What follows belongs to an exercise in optimizing a design on an open flow for small area, a short achievable clock period and few clock cycles; a production flow would make more cautious choices.
Only simulation tests tie the RTL to the original design; equivalence was not proved.
No activity file was given, so power comes from the tool's default toggle rates.

Setup of xenon:
## matmul_top
module matmul_top #(
  parameter int ADDR_W = 16
) (
  input  logic                          clk,
  input  logic                          reset_n,
  input  logic                          dut_valid,
  output logic                          dut_ready,
  output logic [ADDR_W-1:0]             input_read_address,
  input  matmul_pkg::sram_word_u        input_read_data,
  output logic [ADDR_W-1:0]             weight_read_address,
  input  matmul_pkg::sram_word_u        weight_read_data,
  output logic                          result_write_enable,
  output logic [ADDR_W-1:0]             result_write_address,
  output logic [matmul_pkg::DATA_W-1:0] result_write_data
);
  logic [15:0]       k_dim, n_dim;
  logic              k_one, n_one, m_one;
  logic              hdr_k_le2, hdr_n_one, hdr_m_one;
  logic              st_hdr, st_spec, st_run;
  logic              issue_final, write_final;
  logic              first_m2, last_wr, final_wr;
  matmul_ctrl u_ctrl (
    .clk           (clk),
    .reset_n       (reset_n),
    .dut_valid     (dut_valid),
    .input_header  (input_read_data),
    .weight_header (weight_read_data),
    .issue_final   (issue_final),
    .write_final   (write_final),
    .dut_ready     (dut_ready),
    .st_hdr        (st_hdr),
    .st_spec       (st_spec),
    .st_run        (st_run),
    .k_dim         (k_dim),
    .n_dim         (n_dim),
    .k_one         (k_one),
    .n_one         (n_one),
    .m_one         (m_one),
    .hdr_k_le2     (hdr_k_le2),
    .hdr_n_one     (hdr_n_one),
    .hdr_m_one     (hdr_m_one)
  );
  operand_addr_gen #(
    .ADDR_W (ADDR_W)
  ) u_addr_gen (
    .clk                 (clk),
    .reset_n             (reset_n),
    .dut_valid           (dut_valid),
    .st_idle             (dut_ready),
    .st_hdr              (st_hdr),
    .st_spec             (st_spec),
    .st_run              (st_run),
    .input_header        (input_read_data),
    .weight_header       (weight_read_data),
    .k_dim               (k_dim),
    .n_dim               (n_dim),
    .k_one               (k_one),
    .n_one               (n_one),
  ...
export LEC_CHECK = 0
export CAP_MARGIN = 20
export CORE_MARGIN = 2
export CORE_UTILIZATION = 40
export CTS_CLUSTER_DIAMETER = 120
export CTS_CLUSTER_SIZE = 22
export SLEW_MARGIN = 20
export SYNTH_HIERARCHICAL = 1
create_clock -name core_clock -period 11.0 [get_ports {clk}]
standard.sh (not shown) runs the stock make flow with config.mk's settings and CLKGATE_MAP_FILE= SYNTH_SCRIPT=/design/flow/synth_recipe.tcl, a recipe that flattens the netlist after the stock synthesis.
==> flow/flow/run.sh <==
#!/bin/bash
# Standard ORFS layout at the design's clock and constraints, with faster
# port buffers and timing repair aimed below the clock period.
set -euo pipefail
bash standard.sh \
  "BUFFER_PORTS_ARGS=-buffer_cell sky130_fd_sc_hd__buf_4" \
  SETUP_SLACK_MARGIN=7.8 \
  TNS_END_PERCENT=100 \
  finish > standard_flow.log 2>&1
Testbench counts of xenon, summed over its fixed seeds: cycles 33,512.
Changes in indigo relative to xenon:
--- a/flow/flow/run.sh
+++ b/flow/flow/run.sh
@@ -4,6 +4,6 @@
 set -euo pipefail
 bash standard.sh \
-  "BUFFER_PORTS_ARGS=-buffer_cell sky130_fd_sc_hd__buf_4" \
-  SETUP_SLACK_MARGIN=7.8 \
+  "BUFFER_PORTS_ARGS=-buffer_cell sky130_fd_sc_hd__buf_2" \
+  SETUP_SLACK_MARGIN=7.0 \
   TNS_END_PERCENT=100 \
   finish > standard_flow.log 2>&1
xenon has completed all stages; timing, DRC and antenna checks passed. indigo completed end to end with timing, DRC and antenna clean. Compare xenon and indigo | clock power higher: xenon. indigo vs xenon, maximum fanout count along the critical path went up by 18. Pre-CTS setup slack, xenon and indigo: larger value in xenon.
## Diff of input files: pepper against indigo
--- a/flow/flow/run.sh
+++ b/flow/flow/run.sh
@@ -5,5 +5,5 @@
 bash standard.sh \
   "BUFFER_PORTS_ARGS=-buffer_cell sky130_fd_sc_hd__buf_2" \
-  SETUP_SLACK_MARGIN=7.0 \
+  SETUP_SLACK_MARGIN=7.6 \
   TNS_END_PERCENT=100 \
   finish > standard_flow.log 2>&1
Findings:
Routed metal-1 wirelength for pepper is higher than for indigo. Any difference in clock network area share between indigo and pepper is small enough to ignore. Compared with indigo, pepper degrades final design area excluding fillers. A worst setup path startpoint of u_addr_gen.a_addr[13] is what pepper shows, while u_mac.a_q[10] belongs to indigo. indigo → pepper: clock period minus final worst setup slack shows a reduction of 0.38 ns; layout buffer count excluding clock buffers shows an increase of 2; area of placed instances shows no meaningful change; actual slew at the worst max-slew pin shows a reduction of 0.075 ns; final core utilization shows an increase of 0.36 points.
Setup changes, pepper to ember
==> flow/flow/run.sh <==
#!/bin/bash
# Standard ORFS layout at the design's clock and constraints, with faster
# port buffers, a clock tree with fewer branch buffers, and timing repair
# aimed below the clock period.
set -euo pipefail
bash standard.sh \
  "BUFFER_PORTS_ARGS=-buffer_cell sky130_fd_sc_hd__buf_2" \
  "CTS_ARGS=-sink_clustering_enable -repair_clock_nets -sink_clustering_size 22 -sink_clustering_max_diameter 120 -branching_point_buffers_distance 2000 -distance_between_buffers 2000" \
  SETUP_SLACK_MARGIN=7.8 \
  TNS_END_PERCENT=100 \
  finish > standard_flow.log 2>&1
Results
As of ember, area occupied by registers had risen slightly compared to pepper. Looking at global-route usage, ember sits 0.70 points higher than pepper does. Delta (ember minus pepper): global-route track usage on met3 shows an increase of 0.80 points; minimum period implied by the final worst setup slack saw a decrease.
--- input diff ember..quartz ---
==> flow/flow/run.sh <==
#!/bin/bash
# Standard ORFS layout at the design's clock and constraints, with faster
# port buffers and timing repair aimed below the clock period.
set -euo pipefail
bash standard.sh \
  "BUFFER_PORTS_ARGS=-buffer_cell sky130_fd_sc_hd__buf_2" \
  SETUP_SLACK_MARGIN=7.7 \
  TNS_END_PERCENT=100 \
  finish > standard_flow.log 2>&1
## What came out
- quartz improves on ember in first-pass GRT wire length.
- Total power: quartz below ember
- Average vias per placed instance shrinks slightly when moving from ember to quartz.
- Of quartz and ember, the run reporting the lower layout cell share with drive strength beyond 1 was quartz.
- Compared to ember, quartz has count of antenna diodes in the layout 2 lower.
- Between quartz and ember, the clock latency reported for the late side of the worst-skew pair figures differ only marginally.
- Relative to ember, the maximum VDD drop measured on quartz has decreased by more than a quarter.
- Cmp quartz and ember / wire length / higher: ember
- Worst setup slack: quartz vs ember down 0.0047 ns
- Cmp quartz vs ember: count of clock-buffer cells in the layout higher in quartz

static timing again, ports no longer ideal:
How much do the figures lean on ideal ports? The routed layouts below were timed once more, with nothing changed but the port constraints.
Step 1 (the two cells are an assumption about what drives the block):
set clk [get_ports {clk}]
set_driving_cell -lib_cell sky130_fd_sc_hd__clkbuf_16 $clk
set_driving_cell -lib_cell sky130_fd_sc_hd__buf_2 [delete_from_list [all_inputs] $clk]
Step 2 times the ports against the registers' clock, not the clock port: input delays grow and output delays shrink by t, the midpoint of the rising clock arrivals with the driver on.
Slacks: no drivers / after step 1 / after step 2; pairs: no drivers / after step 1.
run	t (ns)	slack for setup (ns)	worst register clock-pin slew, ns
xenon	0.621	7.748 / 7.687 / 7.284	0.10 / 0.10
indigo	0.621	7.264 / 7.264 / 6.791	0.11 / 0.11
pepper	0.615	7.644 / 7.585 / 7.197	0.11 / 0.11
ember	0.621	7.733 / 7.669 / 7.268	0.10 / 0.10
quartz	0.621	7.728 / 7.671 / 7.226	0.11 / 0.11
After both steps every run listed still meets setup and hold. For quartz, which loses most, drivers alone change the setup slack by -0.057 ns; drivers and shift together by -0.502 ns.
